Background: an optimization exercise with open tools, aiming at small area, a short achievable clock period and few clock cycles. Do not read the settings as production practice. In this exercise RTL edits were held to simulation tests only and were not proved equivalent to the original.

## flow/design.v (module list and top-level ports; edited modules follow where they fit)
// module qpsc_eval: 17 lines
// module qpsc_band_test_dn: 206 lines
// module qpsc_band_test_dp: 204 lines
// module qpsc_fa: 10 lines
// module qpsc_band_fin: 12 lines
// module qpsc_gp: 11 lines
// module qpsc_seq: 85 lines
// module quad_photodiode_stepper_centering: 192 lines
module quad_photodiode_stepper_centering (
    input  logic                              aclk,
    input  logic                              aresetn,
    input  logic                              s_tvalid,
    output logic                              s_tready,
    input  logic [qpsc_pkg::IN_DATA_W-1:0]    s_tdata,   
    input  logic                              s_tuser,   
    output logic                              m_tvalid,
    input  logic                              m_tready,
    output logic [qpsc_pkg::OUT_DATA_W-1:0]   m_tdata,   
    input  logic                              cfg_we,
    input  logic [qpsc_pkg::CFG_IDX_W-1:0]    cfg_index,
    input  logic [qpsc_pkg::CFG_W-1:0]        cfg_wdata
);
  // ...
==> flow/run.sh <==
#!/bin/bash
# synth_recipe.tcl (not shown) runs the flow's synth.tcl, then flattens the netlist and writes it again
# the make line also repeats each setting of config.mk as NAME=value (left out here)
make -C /OpenROAD-flow-scripts/flow DESIGN_CONFIG=/design/flow/config.mk WORK_HOME=/design/flow/orfs CLKGATE_MAP_FILE= SYNTH_SCRIPT=/design/flow/synth_recipe.tcl finish
==> flow/config.mk <==
export PLATFORM = sky130hd
export DESIGN_NAME = quad_photodiode_stepper_centering
export DESIGN_NICKNAME = quad_photodiode_stepper_centering
export VERILOG_FILES = /design/flow/design.v
export SDC_FILE = /design/flow/constraint.sdc
export NUM_CORES = 4
export LEC_CHECK = 0
export CAP_MARGIN = 20
export CORE_MARGIN = 2
export CORE_UTILIZATION = 60
export CTS_CLUSTER_DIAMETER = 150
export CTS_CLUSTER_SIZE = 20
export SLEW_MARGIN = 80
export SYNTH_HIERARCHICAL = 1
export SYNTH_MINIMUM_KEEP_SIZE = 0
==> flow/constraint.sdc <==
create_clock -name core_clock -period 12.5 [get_ports {aclk}]
set_input_delay 2.5000 -clock core_clock [delete_from_list [all_inputs] [get_ports {aclk}]]
set_output_delay 2.5000 -clock core_clock [all_outputs]
set_load 0.01 [all_outputs]
==> flow_summary.json, run 1 <==
{
  "die_area_um2": 42840,
  "reg2reg_from": "s1_sum[2]",
  "synthToLayoutAreaGrowth_pct": 11.07,
  "placed_area_um2": 26470,
  "endpoint_kind": "flip-flop",
  "setup_ws_ns": 8.325,
  "r2r_end": "s2_lo_part[2]",
  "multi_input_area_share_pct": 62.61,
  "via_per_inst": 5.888,
  "use_met1_pct": 37.55,
  "cts_buffers": 17,
  "status": "finished clean",
  "port_buffers": 94,
  "clkbuf_count": 27,
  "nWellTaps": 532,
  "core-area_um2": 40740,
  "crit_fanout": 17,
  "worstSkewPairLatency_ns": 0.53,
  "setup_violations": 0,
  "grt_pass1_vias": 18180,
  "synthCells": 2525,
  "gp_congestion": 0.9377,
  "dp_hpwl_mm": 45.17,
  "clk_share_pct": 1.855,
  "n_all_buffers": 180,
  "dr.pass1.iters": 7,
  "clock_skew_ns": 0.02571,
  "htreeDepth": 1,
  "worstPathArrival_ns": 4.58,
  "reg2regPathDepth": 14,
  "drc": 0,
  "final_layout_size_suffix_gt1_share_pct": 13.48,
  "slowest_stage": "fa_1",
  "finalHoldViolations": 0,
  "crit_path_start": "s1_sum[2]"
}
Testbench counts, summed over its fixed seeds: cycles 32,256.
==> run 2, diff against run 1 <==
--- a/flow/config.mk
+++ b/flow/config.mk
@@ -7,9 +7,9 @@
 export LEC_CHECK = 0
 export CAP_MARGIN = 20
 export CORE_MARGIN = 2
-export CORE_UTILIZATION = 60
+export CORE_UTILIZATION = 70
 export CTS_CLUSTER_DIAMETER = 150
 export CTS_CLUSTER_SIZE = 20
-export SLEW_MARGIN = 80
+export SLEW_MARGIN = 70
 export SYNTH_HIERARCHICAL = 1
 export SYNTH_MINIMUM_KEEP_SIZE = 0
==> flow_summary.json, run 2 <==
{
  "status": "finished clean",
  "maxCapViolCount": 0,
  "period_needed_ns": 4.140,
  "via_per_inst": 6.135,
  "clkSinkCount": 264,
  "cts_setup_buffers": 0,
  "antenna_cells": 0,
  "antenna_found_initial": 0,
  "htreeDepth": 1,
  "worstPathArrival_ns": 4.57,
  "setup_violations": 0,
  "detail-route-antenna-nets": 0,
  "synthToLayoutAreaGrowth_pct": 5.254,
  "whs_ns": 0.3421,
  "final_layout_size_suffix_gt1_share_pct": 9.026,
  "cts_buffer_depth": 3,
  "drc": 0,
  "final_cell_mix": "xnor2_1, inv_1, fa_1",
  "setup_ws_ns": 8.360,
  "die_x_um": 191.9,
  "worstSkewPairLatency_ns": 0.51,
  "finalHoldViolations": 0,
  "gp_congestion": 0.9370,
  "grt_max_degree": 36,
  "setup_tns_ns": 0,
  "endpoint_kind": "flip-flop",
  "grt_use_total_pct": 31.77,
  "worstPathRequired_ns": 12.93,
  "start_util_pct": 71.38,
  "grt_first_pass_wirelength_mm": 93.01,
  "nets": 2925,
  "core-area_um2": 34630,
  "cts-root-buf": "clkbuf_16",
  "cts_buffers": 17,
  "fmax_ghz": 0.2416,
  "period_share_pct": 33.12,
  "ys_warn_count": 9,
  "cts_hold_buf": 0,
  "dp_cells": 2931,
  "drt-initial-drc-count": 1615,
  "worstHoldPathType": "reg -> reg",
  "post_cts_resized": 0,
  "path_class": "in -> reg",
  "synth_area_per_cell_um2": 9.790,
  "drv_slew": 0,
  "rsz0062_at_grt": "no",
  "grt_pass1_vias": 18110,
  "port_buffers": 94,
  "wl_per_cell_um": 19.45,
  "dr.pass1.iters": 6,
  "clk_pin_slew_ns": 0.08,
  "rows": 68,
  "io_pins": 98,
  "layoutNonFillerInstCount": 2959,
  "clock_skew_ns": 0.02061,
  "routed-via-count": 18150,
  "syn_area_um2": 24720,
  "grt.overflow.total": 0,
  "place_ws_ns": 7.849,
  "fp.dieH_um": 191.9,
  "crit_fanout": 15,
  "die_area_um2": 36830,
  "wl_mm": 57.54,
  "synthCells": 2525,
  "start_kind": "input pin",
  "mostFrequentLayoutCell": "xnor2_1",
  "cts_tree": "built",
  "dp_hpwl_mm": 42.70
}
## run 2: cell type report
cell class | instances | area [µm²]
repair buffers | 120 | 1202
well taps | 455 | 569.3
clock inverters | 2 | 17.52
flip-flops and latches | 264 | 6421
fillers | 2507 | 8611
clock buffers | 26 | 469.2
multi-input cells | 1876 | 16520
inverters | 216 | 815.8
## run 2: worst paths after layout
| kind | startpoint | endpoint | slack [ns] | depth (start not counted) |
|---|---|---|---|---|
| setup / recovery | m_tready | flight[2] | 8.36 | 10 |
| hold / removal | s0_start | s1_start | 0.34 | 0 |
| setup reg to reg | s1_sum[13] | s2_lo_part[1] | 8.50 | 11 |
| hold reg to reg | s0_start | s1_start | 0.34 | 0 |
## run 2: through the flow
step	instance area [µm²]	utilization [%]
4_1_cts	25890	74.78
5_1_grt	26020	75.13
3_5_place_dp	25410	73.37
3_3_place_gp	25090	72.45
6_report	26020	75.13
2_1_floorplan	24730	-
## run 2: worst max-delay path, cell delays in order
cell and delay, ns:
clkdlybuf4s50_1 0.45, nor2b_1 0.05, nor2_1 0.08, buf_4 0.22, ha_1 0.22, inv_1 0.07
fa_1 0.37, xor2_1 0.15, or3_1 0.30, a21oi_1 0.15
## run 2: metal layers
layer / share of wire [%] / global-route usage [%] / vias up
li1: - / - / 8461
met1: 42 / 42.56 / 8868
met2: 48 / 53.35 / 705
met3: 7.1 / 4.367 / 118
met4: 2.9 / 10.38 / 0
met5: 0 / 0 / -
==> run 3, diff against run 2 <==
--- a/flow/config.mk
+++ b/flow/config.mk
@@ -10,6 +10,6 @@
 export CORE_UTILIZATION = 70
 export CTS_CLUSTER_DIAMETER = 150
 export CTS_CLUSTER_SIZE = 20
-export SLEW_MARGIN = 70
+export SLEW_MARGIN = 50
 export SYNTH_HIERARCHICAL = 1
 export SYNTH_MINIMUM_KEEP_SIZE = 0
==> flow_summary.json, run 3 <==
{
  "status": "finished clean",
  "drc": 0,
  "io_pins": 98,
  "wl_mm": 56.99,
  "rsz0062_at_grt": "no",
  "via_per_inst": 6.122,
  "path_class": "reg -> out",
  "grt_first_pass_wirelength_mm": 93.11,
  "finalHoldViolations": 0,
  "synth_area_per_cell_um2": 9.790,
  "path_buf_inv": 1,
  "wl_per_cell_um": 19.29,
  "cts_tree": "built",
  "final_util_pct": 74.00,
  "start_kind": "flip-flop",
  "cts_buffers": 17,
  "fmax_ghz": 0.2423,
  "routed-via-count": 18090,
  "fp.dieH_um": 191.9,
  "final_layout_size_suffix_gt1_share_pct": 6.240,
  "period_share_pct": 33.02,
  "clock_skew_ns": 0.02766,
  "gp_congestion": 0.9370,
  "port_buffers": 94,
  "clk_pin_slew_ns": 0.09,
  "worstPathRequired_ns": 10.00,
  "cts_hold_buf": 0,
  "synthCells": 2525,
  "cts-root-buf": "clkbuf_16",
  "mostFrequentLayoutCell": "xnor2_1",
  "crit_fanout": 6,
  "final_cell_mix": "xnor2_1, inv_1, fa_1",
  "rows": 68,
  "crit_family": "buffers and inverters",
  "dr.pass1.iters": 6,
  "cp_cell_sequence": "clkdlybuf4s50_1",
  "period_needed_ns": 4.128,
  "cp_slowest_stage_delay_ns": 0.61,
  "grt_max_degree": 36,
  "post_cts_resized": 0,
  "cts_buffer_depth": 3,
  "endpoint_kind": "output port",
  "synthToLayoutAreaGrowth_pct": 3.670,
  "cts_setup_buffers": 0,
  "syn_area_um2": 24720,
  "grt_pass1_vias": 18070,
  "worstSkewPairLatency_ns": 0.51,
  "drt-initial-drc-count": 1712,
  "drv_slew": 0,
  "nets": 2919,
  "die_area_um2": 36830,
  "die_x_um": 191.9,
  "core-area_um2": 34630,
  "tightest_slew_ns": 0.7062,
  "dp_hpwl_mm": 42.35,
  "worstPathArrival_ns": 1.63,
  "ys_warn_count": 9,
  "grt_use_total_pct": 31.85,
  "setup_violations": 0,
  "setup_tns_ns": 0,
  "slowest_stage": "clkdlybuf4s50_1",
  "antenna_cells": 0,
  "clkSinkCount": 264,
  "start_util_pct": 71.38,
  "max-slew-margin-rel_pct": 52.86,
  "htreeDepth": 1,
  "maxCapViolCount": 0,
  "worstHoldPathType": "reg -> reg",
  "grt.overflow.total": 0,
  "detail-route-antenna-nets": 0,
  "antenna_found_initial": 1
}
-- run 3: cell type report --
class / count / area (µm²)
inverter: 216 / 815.8
multi-input combinational: 1876 / 16300
timing repair buffer: 114 / 1095
tap: 455 / 569.3
fill: 2547 / 9002
sequential: 264 / 6357
clock buffer: 26 / 459.2
clock inverter: 4 / 30.03
-- run 3: path summary, 6_finish.rpt --
kind	startpoint	to	slack [ns]	cells past startpoint
max	u_seq.rev_reg	m_tdata[4]	8.37	1
min	s1_start	s2_start	0.34	0
min reg2reg	s1_start	s2_start	0.34	0
max reg2reg	lo_one[4]	s2_lo_part[1]	8.41	10
-- run 3: metal layers --
metal	vias to the layer above	track usage (%)	wire length, µm
li1	8456	-	-
met1	8787	42.97	24300
met2	717	52.49	26840
met3	129	4.129	3849
met4	2	12.13	1990
met5	-	0	12
-- run 3: stage by stage --
| stage | cell area, µm² | setup slack (ns) | instances | hold WS, ns |
|---|---|---|---|---|
| final | 25630 | 8.372 | 2955 | 0.3398 |
| after global routing | 25630 | 8.231 | 2955 | 0.3481 |
| after CTS | 25600 | 8.296 | 2954 | 0.3414 |
| after detailed placement | 25120 | 7.776 | 2924 | 0.3231 |
| after global placement | 25090 | 7.819 | 2924 | 0.3106 |
| after floorplan | 24730 | 8.035 | 2527 | 0.3096 |
==> run 4, diff against run 3 <==
--- a/flow/config.mk
+++ b/flow/config.mk
@@ -10,6 +10,6 @@
 export CORE_UTILIZATION = 70
 export CTS_CLUSTER_DIAMETER = 150
 export CTS_CLUSTER_SIZE = 20
-export SLEW_MARGIN = 50
+export SLEW_MARGIN = 60
 export SYNTH_HIERARCHICAL = 1
 export SYNTH_MINIMUM_KEEP_SIZE = 0
==> flow_summary.json, run 4 <==
{
  "drt-initial-drc-count": 1570,
  "worstHoldPathType": "reg -> reg",
  "clk_pin_slew_ns": 0.08,
  "cts_tree": "built",
  "cts_buffers": 17,
  "period_share_pct": 32.99,
  "detail-route-antenna-nets": 0,
  "htreeDepth": 1,
  "grt_first_pass_wirelength_mm": 92.76,
  "cts-root-buf": "clkbuf_16",
  "nets": 2921,
  "ys_warn_count": 9,
  "dr.pass1.iters": 5,
  "gp_congestion": 0.9370,
  "path_buf_inv": 1,
  "worstSkewPairLatency_ns": 0.51,
  "clkSinkCount": 264,
  "mostFrequentLayoutCell": "xnor2_1",
  "r2r_setup_slack_ns": 8.46,
  "antenna_cells": 0,
  "fp.dieH_um": 191.9,
  "setup_violations": 0,
  "nFillCells": 2575,
  "antenna_found_initial": 1,
  "reg2reg_from": "s1_diff[0]",
  "period_needed_ns": 4.123,
  "crit_family": "buffers and inverters",
  "via_per_inst": 6.098,
  "cts_buffer_depth": 3,
  "final_util_pct": 74.29,
  "rows": 68,
  "final_cell_mix": "xnor2_1, inv_1, fa_1",
  "synthToLayoutAreaGrowth_pct": 4.075,
  "slowest_stage": "clkdlybuf4s50_1",
  "fmax_ghz": 0.2425,
  "synthCells": 2525,
  "final_layout_size_suffix_gt1_share_pct": 7.914,
  "cp_slowest_stage_delay_ns": 0.61,
  "cts_hold_buf": 0,
  "rsz0062_at_grt": "no",
  "finalHoldViolations": 0,
  "start_kind": "flip-flop",
  "worstPathArrival_ns": 1.62,
  "status": "finished clean",
  "grt.overflow.total": 0,
  "start_util_pct": 71.38,
  "cts_setup_buffers": 0,
  "dp_hpwl_mm": 42.43,
  "reg2regPathDepth": 11,
  "io_pins": 98,
  "post_cts_resized": 0,
  "die_x_um": 191.9,
  "routed-via-count": 18030,
  "critPathCapture": "m_tdata[4]",
  "port_buffers": 94,
  "drv_slew": 0,
  "cp_cell_sequence": "clkdlybuf4s50_1",
  "grt_use_total_pct": 31.71,
  "worstPathRequired_ns": 10.00,
  "tightest_slew_ns": 0.5544,
  "grt_pass1_vias": 17960,
  "crit_fanout": 6,
  "wl_mm": 56.90,
  "clock_skew_ns": 0.01958,
  "endpoint_kind": "output port",
  "synth_area_per_cell_um2": 9.790,
  "syn_area_um2": 24720,
  "wl_per_cell_um": 19.24,
  "max-slew-margin-rel_pct": 63.04,
  "grt_max_degree": 36,
  "r2r_end": "s2_lo_part[1]",
  "core-area_um2": 34630,
  "drc": 0,
  "maxCapViolCount": 0,
  "crit_cells": 1,
  "die_area_um2": 36830,
  "setup_tns_ns": 0,
  "path_class": "reg -> out",
  "crit_path_start": "u_seq.rev_reg"
}
## run 4: cell count changes in the layout (fill, tap and decap cells not counted), moves of 2 or more
cell,delta
dfxtp_2,+27
o31ai_1,-2
a211oi_2,+2
dfxtp_4,+2
dfxtp_1,-29
buf_4,+2
o31ai_2,+2
a211oi_1,-2
## run 4: layout make-up
type                    instances  area [µm²]  share of cell area [%]
well taps                     455       569.3                   2.213
multi-input cells            1876       16350                   63.55
flip-flops and latches        264        6399                   24.87
clock buffers                  26       459.2                   1.785
inverters                     216       815.8                   3.171
repair buffers                116        1104                   4.290
clock inverters                 4       31.28                  0.1216
## run 4: how the worst min path moves through the flow
stage / from / endpoint / slack [ns] / cells past startpoint
floorplan: s0_start / s1_start / 0.31 / 0
global placement: s0_start / s1_start / 0.31 / 0
detailed placement: s1_start / s2_start / 0.32 / 0
CTS: s1_start / s2_start / 0.34 / 0
global route: s1_start / s2_start / 0.35 / 0
finish: s1_start / s2_start / 0.34 / 0
## run 4: metrics by stage
| step | cell area (µm²) | hold WS (ns) | std cells | worst slack, ns |
|---|---|---|---|---|
| 2_1_floorplan | 24730 | 0.3096 | 2527 | 8.035 |
| 3_3_place_gp | 25090 | 0.3106 | 2924 | 7.819 |
| 3_5_place_dp | 25160 | 0.3226 | 2926 | 7.866 |
| 4_1_cts | 25650 | 0.3413 | 2956 | 8.368 |
| 5_1_grt | 25730 | 0.3477 | 2957 | 8.248 |
| 6_report | 25730 | 0.3369 | 2957 | 8.377 |
## run 4: routing by layer
layer | share of wire, % | vias up | GRT usage [%]
li1 | - | 8455 | -
met1 | 42 | 8723 | 43.10
met2 | 47 | 722 | 52.15
met3 | 7.2 | 131 | 3.746
met4 | 3.9 | 2 | 12.16
met5 | 0.021 | - | 0
==> run 5, diff against run 4 <==
--- a/flow/config.mk
+++ b/flow/config.mk
@@ -8,8 +8,8 @@
 export CAP_MARGIN = 20
 export CORE_MARGIN = 2
 export CORE_UTILIZATION = 70
-export CTS_CLUSTER_DIAMETER = 150
-export CTS_CLUSTER_SIZE = 20
+export CTS_CLUSTER_DIAMETER = 200
+export CTS_CLUSTER_SIZE = 24
 export SLEW_MARGIN = 60
 export SYNTH_HIERARCHICAL = 1
 export SYNTH_MINIMUM_KEEP_SIZE = 0
==> flow_summary.json, run 5 <==
{
  "routed-via-count": 18100,
  "clkSinkCount": 264,
  "drc": 0,
  "tightest_slew_ns": 0.5508,
  "post_cts_resized": 0,
  "fmax_ghz": 0.2413,
  "mostFrequentLayoutCell": "xnor2_1",
  "via_per_inst": 6.132,
  "placed_area_um2": 25160,
  "clock_skew_ns": 0.04669,
  "port_buffers": 94,
  "final_layout_size_suffix_gt1_share_pct": 7.692,
  "antenna_cells": 0,
  "final_area_um2": 25650,
  "cp_slowest_stage_delay_ns": 0.45,
  "finalHoldViolations": 0,
  "synth_area_per_cell_um2": 9.790,
  "gp_congestion": 0.9370,
  "die_x_um": 191.9,
  "dp_hpwl_mm": 42.43,
  "status": "finished clean",
  "cts_tree": "built",
  "grt_use_total_pct": 31.76,
  "dp_cells": 2926,
  "core-area_um2": 34630,
  "syn_area_um2": 24720,
  "r2r_end": "s2_lo_part[1]",
  "grt_first_pass_wirelength_mm": 92.88,
  "nFillCells": 2587,
  "dr.pass1.iters": 6,
  "worstSkewPairLatency_ns": 0.52,
  "worstPathArrival_ns": 4.55,
  "crit_path_start": "m_tready",
  "wl_per_cell_um": 19.31,
  "crit_fanout": 15,
  "critPathCapture": "flight[2]",
  "worstPathRequired_ns": 12.91,
  "final_util_pct": 74.06,
  "cts_buffer_depth": 3,
  "period_share_pct": 33.15,
  "grt_pass1_vias": 17950,
  "detail-route-antenna-nets": 0,
  "rsz0062_at_grt": "no",
  "start_util_pct": 71.38,
  "final_cell_mix": "xnor2_1, inv_1, fa_1",
  "endpoint_kind": "flip-flop",
  "clk_pin_slew_ns": 0.09,
  "maxCapViolCount": 0,
  "grt_max_degree": 36,
  "fp.dieH_um": 191.9,
  "io_pins": 98,
  "period_needed_ns": 4.144,
  "cp_cell_sequence": "clkdlybuf4s50_1 -> nor2b_1 -> nor2_1 -> buf_4 -> ha_1 -> inv_1 -> fa_1 -> xor2_1 -> or3_1 -> a21oi_1",
  "path_class": "in -> reg",
  "start_kind": "input pin",
  "grt.overflow.total": 0,
  "drv_slew": 0,
  "cts-root-buf": "clkbuf_16",
  "ys_warn_count": 9,
  "cts_setup_buffers": 0,
  "die_area_um2": 36830,
  "setup_tns_ns": 0,
  "reg2regPathDepth": 11,
  "reg2reg_from": "s1_diff[0]",
  "htreeDepth": 1,
  "max-slew-margin-rel_pct": 63.01,
  "cts_hold_buf": 0,
  "r2r_setup_slack_ns": 8.49,
  "cts_buffers": 14,
  "layoutNonFillerInstCount": 2951,
  "wl_mm": 56.99,
  "slowest_stage": "clkdlybuf4s50_1",
  "rows": 68,
  "worstHoldPathType": "reg -> reg",
  "nets": 2918,
  "drt-initial-drc-count": 1656,
  "synthToLayoutAreaGrowth_pct": 3.756,
  "antenna_found_initial": 0,
  "synthCells": 2525,
  "setup_violations": 0
}
run 5: worst min-delay path by stage:
| stage | slack [ns] | start | cells past startpoint | endpoint |
|---|---|---|---|---|
| after floorplan | 0.31 | s0_start | 0 | s1_start |
| after global placement | 0.31 | s0_start | 0 | s1_start |
| after detailed placement | 0.32 | s1_start | 0 | s2_start |
| after CTS | 0.34 | s1_start | 0 | s2_start |
| after global routing | 0.35 | s1_start | 0 | s2_start |
| final | 0.34 | s1_start | 0 | s2_start |
run 5: layout make-up:
cell class	count	area (µm²)	area share [%]
multi-input combinational	1876	16350	63.74
sequential	264	6399	24.95
timing repair buffer	116	1106	4.313
inverter	216	815.8	3.181
tap	455	569.3	2.220
clock buffer	24	409.1	1.595
run 5: metal layers:
| layer | global-route usage (%) | share of wire (%) |
|---|---|---|
| met1 | 43.28 | 43 |
| met2 | 51.75 | 47 |
| met3 | 3.965 | 6.8 |
| met4 | 12.57 | 4.0 |
| met5 | 0 | 0 |
run 5: per-stage QoR:
step | hold WS, ns | worst slack [ns]
after detailed placement | 0.3226 | 7.866
after CTS | 0.3409 | 8.364
final | 0.3370 | 8.356
after global routing | 0.3496 | 8.213
after global placement | 0.3106 | 7.819
after floorplan | 0.3096 | 8.035
run 5: worst max-delay path, delay by kind of cell:
| kind | cells | cell delay, ns |
|---|---|---|
| and+or+nand+nor | 3 | 0.43 |
| buffers and inverters | 3 | 0.75 |
| xor gates and xnor gates | 1 | 0.15 |
| AOI/OAI and AO/OA | 1 | 0.14 |
| adders and majority gates | 2 | 0.58 |
==> run 6, diff against run 5 <==
--- a/flow/config.mk
+++ b/flow/config.mk
@@ -7,7 +7,7 @@
 export LEC_CHECK = 0
 export CAP_MARGIN = 20
 export CORE_MARGIN = 2
-export CORE_UTILIZATION = 70
+export CORE_UTILIZATION = 60
 export CTS_CLUSTER_DIAMETER = 200
 export CTS_CLUSTER_SIZE = 24
 export SLEW_MARGIN = 60
==> flow_summary.json, run 6 <==
{
  "status": "finished clean",
  "clk_pin_slew_ns": 0.09,
  "tightest_slew_ns": 0.5803,
  "drc": 0,
  "post_cts_resized": 0,
  "cts_hold_buf": 0,
  "antenna_found_initial": 0,
  "synthToLayoutAreaGrowth_pct": 4.262,
  "setup_tns_ns": 0,
  "synth_area_per_cell_um2": 9.790,
  "io_pins": 98,
  "port_buffers": 94,
  "period_needed_ns": 4.142,
  "cp_cell_sequence": "clkdlybuf4s50_1 -> nor2b_1 -> nor2_1 -> buf_4 -> ha_1 -> inv_1 -> fa_1 -> xor2_1 -> or3_1 -> a21oi_1",
  "die_area_um2": 42840,
  "maxCapViolCount": 0,
  "die_x_um": 207.0,
  "grt_first_pass_wirelength_mm": 94.07,
  "worstHoldPathType": "reg -> reg",
  "clock_skew_ns": 0.02123,
  "grt_pass1_vias": 17870,
  "whs_ns": 0.3522,
  "cts_setup_buffers": 0,
  "grt_use_total_pct": 27.60,
  "slowest_stage": "clkdlybuf4s50_1",
  "rows": 74,
  "drt-initial-drc-count": 1205,
  "via_per_inst": 5.857,
  "path_class": "in -> reg",
  "nFillCells": 3480,
  "mostFrequentLayoutCell": "xnor2_1",
  "htreeDepth": 1,
  "grt_max_degree": 36,
  "crit_fanout": 15,
  "nets": 2918,
  "worstPathArrival_ns": 4.56,
  "fmax_ghz": 0.2415,
  "cp_slowest_stage_delay_ns": 0.45,
  "cts-root-buf": "clkbuf_16",
  "rsz0062_at_grt": "no",
  "start_util_pct": 60.68,
  "core-area_um2": 40740,
  "syn_area_um2": 24720,
  "drv_slew": 0,
  "clkSinkCount": 264,
  "worstPathRequired_ns": 12.92,
  "finalHoldViolations": 0,
  "final_cell_mix": "xnor2_1, inv_1, fa_1",
  "cts_buffers": 14,
  "ys_warn_count": 9,
  "wl_per_cell_um": 19.13,
  "wl_mm": 57.91,
  "final_layout_size_suffix_gt1_share_pct": 7.772,
  "dp_hpwl_mm": 44.10,
  "antenna_cells": 0,
  "setup_ws_ns": 8.358,
  "endpoint_kind": "flip-flop",
  "routed-via-count": 17740,
  "gp_congestion": 0.9377,
  "place_ws_ns": 7.818,
  "synthCells": 2525,
  "setup_violations": 0,
  "fp.dieH_um": 207.0,
  "detail-route-antenna-nets": 0,
  "grt.overflow.total": 0,
  "worstSkewPairLatency_ns": 0.50,
  "period_share_pct": 33.13,
  "cts_tree": "built",
  "start_kind": "input pin",
  "max-slew-margin-rel_pct": 61.26,
  "cts_buffer_depth": 3,
  "dr.pass1.iters": 5
}
[run 6: critical path: cells and delay by family]
family                     cells  cell delay [ns]
AOI/OAI and AO/OA              1             0.14
xor gates and xnor gates       1             0.16
adders and majority gates      2             0.58
buffers and inverters          3             0.74
and+or+nand+nor                3             0.43
[run 6: area by class of cell]
type / instances / area (µm²) / share of cell area (%)
Inverter: 216 / 815.8 / 3.165
Tap cell: 532 / 665.6 / 2.583
Sequential cell: 264 / 6399 / 24.83
Multi-Input combinational cell: 1876 / 16370 / 63.51
Timing Repair Buffer: 116 / 1115 / 4.326
Clock buffer: 24 / 409.1 / 1.588
[run 6: path summary, 6_finish.rpt]
path                                 from       endpoint  slack, ns  cells after the start
worst min-delay path             s1_start       s2_start       0.35                      0
worst max register to register  s1_sum[5]  s2_lo_part[1]       8.39                     11
worst min register to register   s1_start       s2_start       0.35                      0
worst max-delay path             m_tready      flight[2]       8.36                     10
[run 6: layer usage]
metal / share of wire (%) / GRT usage [%] / vias to the layer above
li1: - / - / 8437
met2: 49 / 47.23 / 535
met1: 43 / 36.31 / 8651
met3: 5.1 / 2.951 / 113
met5: 0 / 0 / -
met4: 3.5 / 9.954 / 0
[run 6: metrics by stage]
stage          cell area, µm²  cells  utilization, %
2_1_floorplan           24730   2527               -
3_3_place_gp            25180   3001           61.82
3_5_place_dp            25310   3002           62.12
4_1_cts                 25710   3026           63.12
5_1_grt                 25770   3028           63.26
6_report                25770   3028           63.26

-- separate check: timing with driven ports --
In the flow no input, the clock included, has a driving cell. The finished layouts below were timed again as built, in two steps. Step 1 (the two cells are an assumption about what drives the block):
set clk [get_ports {aclk}]
set_driving_cell -lib_cell sky130_fd_sc_hd__clkbuf_16 $clk
set_driving_cell -lib_cell sky130_fd_sc_hd__buf_2 [delete_from_list [all_inputs] $clk]
Step 2 adds t to the input delays and takes it off the output delays; t is the mean of the earliest and latest rising clock arrival at the registers after step 1. Input paths then give back, and output paths get back, about the clock's delay inside the block. Slacks: ideal / step 1 / step 2; pairs: ideal / step 1.
| run | shift t [ns] | setup slack, ns | worst hold slack (ns) | worst setup path after step 2 | worst slew at a driven data input, ns |
|---|---|---|---|---|---|
| run 1 | 0.567 | 8.325 / 8.325 / 7.835 | 0.351 / 0.351 / 0.351 | input to register | 0.05 |
| run 2 | 0.554 | 8.360 / 8.329 / 7.836 | 0.342 / 0.342 / 0.342 | input to register | 0.05 |
| run 3 | 0.554 | 8.372 / 8.319 / 7.867 | 0.340 / 0.340 / 0.340 | input to register | 0.05 |
| run 4 | 0.560 | 8.377 / 8.322 / 7.859 | 0.337 / 0.337 / 0.337 | input to register | 0.05 |
| run 5 | 0.547 | 8.356 / 8.333 / 7.838 | 0.337 / 0.337 / 0.337 | input to register | 0.05 |
| run 6 | 0.540 | 8.358 / 8.339 / 7.848 | 0.352 / 0.352 / 0.352 | input to register | 0.05 |
After both steps every run listed still meets setup and hold. For run 2, which loses most, drivers alone change the setup slack by -0.031 ns; drivers and shift together by -0.524 ns.
